Background: an optimization exercise with open tools, aiming at small area, a short achievable clock period and few clock cycles per item. Do not read the settings as production practice. Function was checked by simulation only, so behaviour that the tests miss may differ from the original. Power is estimated from default activity; no workload was simulated.

Setup of run 1:
## matrix_op_engine
module matrix_op_engine #(
  parameter int DW      = 32,
  parameter int AW      = 8,
  parameter int MAX_DIM = 5,
  parameter int A_BASE  = 0,
  parameter int B_BASE  = 32,
  parameter int C_BASE  = 64
) (
  input  logic                clk,
  input  logic                rst_n,
  input  logic                start,
  input  logic [2:0]          op,
  input  logic [DW-1:0]       scalar,
  output logic                busy,
  output logic                done,
  output logic                err,
  output logic [31:0]         cycle_cnt,
  output logic                mem_we,
  output logic [AW-1:0]       mem_addr,
  output logic [DW-1:0]       mem_wdata,
  input  logic [DW-1:0]       mem_rdata
);
  localparam logic [2:0] OP_TRANS  = 3'd0;
  localparam logic [2:0] OP_ADD    = 3'd1;
  localparam logic [2:0] OP_SCALAR = 3'd2;
  localparam logic [2:0] OP_MULT   = 3'd3;
  localparam logic [2:0] OP_CONV   = 3'd4;
  localparam int CW = 9;    
  logic          busy_q, done_q, err_q, fin_q;
  logic          is_tr_q, is_add_q, is_sc_q, is_mu_q, is_cv_q;    
  logic [CW-1:0] run_q, cnt_q;
  logic          mem_we_q;
  logic [AW-1:0] mem_addr_q;
  logic [1:0]    hreq_q;           
  logic          hdr_v_q;          
  logic [1:0]    hdr_k_q;          
  logic [2:0]    am_q, an_q, bm_q, bn_q;
  logic          amok_q, aok_q, pok_q, legal_q;   
  logic          known_q;          
  logic [4:0]    e_q;              
  logic [2:0]    i_q, j_q, u_q, v_q;   
  logic [2:0]    ar_q, ac_q;       
  logic          h_q;              
  logic          adv_q;            
  logic          rdone_q;          
  logic          rlast_q;          
  logic [4:0]    widx_q;           
  logic [AW-1:0] waddr_q;          
  logic [2:0]    wi_q, wj_q;       
  logic          hw0_q, hw1_q;     
  logic          r_ldp_q, r_ldq_q, r_ldw_q, r_mac_q, r_chk_q, r_clr_q, r_ph1_q, r_last_q;
  logic          t_ldp_q, t_ldq_q, t_ldw_q, t_mac_q, t_chk_q, t_clr_q, t_ph1_q, t_last_q;
  logic          m0_q, m0_clr_q, m0_ph1_q, m0_last_q;
  logic          m1_q, m1_last_q;
  logic          cpa_q;
  ...
Size in the first run: roughly 2,900 cells after synthesis, roughly 330 flip-flops, ~150 I/O pins, about 27,000 sq um of cells after synthesis.
clock: 10.0 ns
lec_check: 0
cap_margin: 5
core_margin: 2
core_utilization: 65
setup_slack_margin: 5
slew_margin: 5
standard.sh (not shown) runs the stock make flow with config.mk's settings and CLKGATE_MAP_FILE= SYNTH_SCRIPT=/design/flow/synth_recipe.tcl, a recipe that flattens the netlist after the stock synthesis.
==> flow/flow/run.sh <==
#!/bin/bash
bash standard.sh SETUP_SLACK_MARGIN=6.0 "BUFFER_PORTS_ARGS=-buffer_cell sky130_fd_sc_hd__buf_2" \
  "CTS_ARGS=-sink_clustering_enable -repair_clock_nets -dont_use_dummy_load -buf_list sky130_fd_sc_hd__clkbuf_8 -sink_clustering_size 16 -sink_clustering_max_diameter 100" \
  finish > standard.log 2>&1
Testbench counts of run 1, summed over its fixed seeds: cycles 18,075, ops 480.
Input changes introduced in run 2 (baseline for comparison: run 1):
# run 1
export LEC_CHECK = 0
export CAP_MARGIN = 5
export CORE_MARGIN = 2
export CORE_UTILIZATION = 65
export SETUP_SLACK_MARGIN = 5
export SLEW_MARGIN = 5
create_clock -name core_clock -period 10.0 [get_ports {clk}]
# run 2
export LEC_CHECK = 0
export CAP_MARGIN = 20
export CORE_MARGIN = 2
export CORE_UTILIZATION = 65
export SETUP_SLACK_MARGIN = 5
export SLEW_MARGIN = 20
create_clock -name core_clock -period 10.0 [get_ports {clk}]
Compared with run 1, non-clock buffer count in the final layout in run 2 decreased slightly.
Between run 1 and run 2, the design area does not differ in any meaningful way.
Looking only at length of routed met3 wiring, and setting everything else aside, the lower value of run 1 and run 2 goes to run 1.
Delta (run 2 minus run 1): data arrival time of the worst path up 70 ps; fill cell instance count of the final layout shows a reduction of 1.5%; number of global-route vias before repair increased by 151 relative to the old numbers.
Maximum clock frequency delta (run 2 -> run 1): insignificant
Diff run 2..run 1 | final total power | negligible
Compared with run 1, run 2 shows a lower logic depth of the worst path, buffers included.
Of run 1 and run 2, run 2 shows the higher count of vias placed by the detailed router, with run 1 below it.
~same fraction of area in registers in run 1 and run 2
The inputs of run 3 differ from those of run 2 as listed below.
-- flow/flow/run.sh --
<<< run 2, line 2
bash standard.sh SETUP_SLACK_MARGIN=6.0 "BUFFER_PORTS_ARGS=-buffer_cell sky130_fd_sc_hd__buf_2" \
>>> run 3, line 2
# Standard layout (the standard.sh), with:
# - synthesis by flow/synth_noabc.tcl: synth_recipe.tcl without Yosys's generic ABC pass;
# - plain buffers (not delay cells) on the ports;
# - a clock tree of fewer, smaller buffers without dummy loads.
# Full tool output goes to standard.log.
here=$(cd "$(dirname "$0")" && pwd)
bash standard.sh "SYNTH_SCRIPT=$here/synth_noabc.tcl" SETUP_SLACK_MARGIN=6.0 \
  "BUFFER_PORTS_ARGS=-buffer_cell sky130_fd_sc_hd__buf_2" \
==> flow/flow/synth_noabc.tcl (new file) <==
# The standard flow's synthesis script (synth_recipe.tcl) with one change: Yosys's synth runs without its
# internal generic ABC pass, so that the full adders written in the RTL are extracted as
# they are written (the final technology mapping with ABC still runs in synth.tcl).
proc synth {args} { yosys synth -nofsm -noshare -noabc {*}$args }
source $::env(SCRIPTS_DIR)/synth.tcl
# left out here: clear keep_hierarchy, flatten, clean up, hide names made inside functions, write 1_2_yosys.v
[summary]
Between run 3 and run 2, the sequential share of layout area figures differ only marginally. Delta(clock skew, run 3 - run 2) > 0. Post-CTS repair timing setup buffer count: run 3 < run 2. For run 2, the start point of the critical path was q_q[2], unlike run 3, where it was q_q[12]. On core occupancy in the finished layout, run 2 and run 3 are basically level. Min clock network power share across run 2 and run 3: run 2. Comparing number of cell instances on the worst register-to-register path for run 2 and run 3, the bigger number came from run 3. Compared with run 2, first-pass GRT wire length in run 3 decreased slightly. Run 2 has a lower total number of cells along the worst setup path than run 3. NOTE: final setup slack of the worst path in run 3 falls short of that of run 2.
The following lists how run 4 was set up differently from run 3:
# run 3
export LEC_CHECK = 0
export CAP_MARGIN = 20
export CORE_MARGIN = 2
export CORE_UTILIZATION = 65
export SETUP_SLACK_MARGIN = 5
export SLEW_MARGIN = 20
create_clock -name core_clock -period 10.0 [get_ports {clk}]
# run 4
export LEC_CHECK = 0
export CAP_MARGIN = 20
export CORE_MARGIN = 2
export CORE_UTILIZATION = 40
export SETUP_SLACK_MARGIN = 5
export SLEW_MARGIN = 20
create_clock -name core_clock -period 10.0 [get_ports {clk}]
==> flow/flow/run.sh <==
#!/bin/bash
bash standard.sh SETUP_SLACK_MARGIN=6.0 finish > standard.log 2>&1
removed: flow/flow/synth_noabc.tcl
Findings:
Of run 4 and run 3, the run reporting the higher number of antenna repair diodes was run 3.
Count of placed standard cells including taps up about 19% in run 4 wrt run 3
Going from run 3 to run 4, internal portion of total power grew by more than a quarter.
Run 4 vs run 3, aggregate routed wire length went up by 8.9%.

==> what the ideal ports hide <==
Ports are ideal in the flow. The routed layouts listed here were re-timed in OpenROAD. Step 1 assumes that a clkbuf_16 drives the clock port and a buf_2 every other input. Step 2 moves the port delays by t, midway between the first and last clock arrival at a register: inputs arrive t later, outputs are due t later. That takes back most of the time a late clock gives input paths. Three values: ideal, step 1, step 2; two values: the first two.
| run | t, ns | setup slack, ns | hold slack, ns |
|---|---|---|---|
| run 1 | 0.684 | 6.078 / 6.078 / 5.897 | 0.353 / 0.353 / 0.353 |
| run 2 | 0.685 | 6.086 / 6.086 / 5.922 | 0.352 / 0.352 / 0.352 |
| run 3 | 0.673 | 6.056 / 6.056 / 6.056 | 0.338 / 0.338 / 0.338 |
| run 4 | 0.633 | 6.099 / 6.099 / 5.598 | 0.328 / 0.328 / 0.328 |
After both steps every run listed still meets setup and hold. For run 4, which loses most, drivers alone change the setup slack by 0.000 ns; drivers and shift together by -0.501 ns.
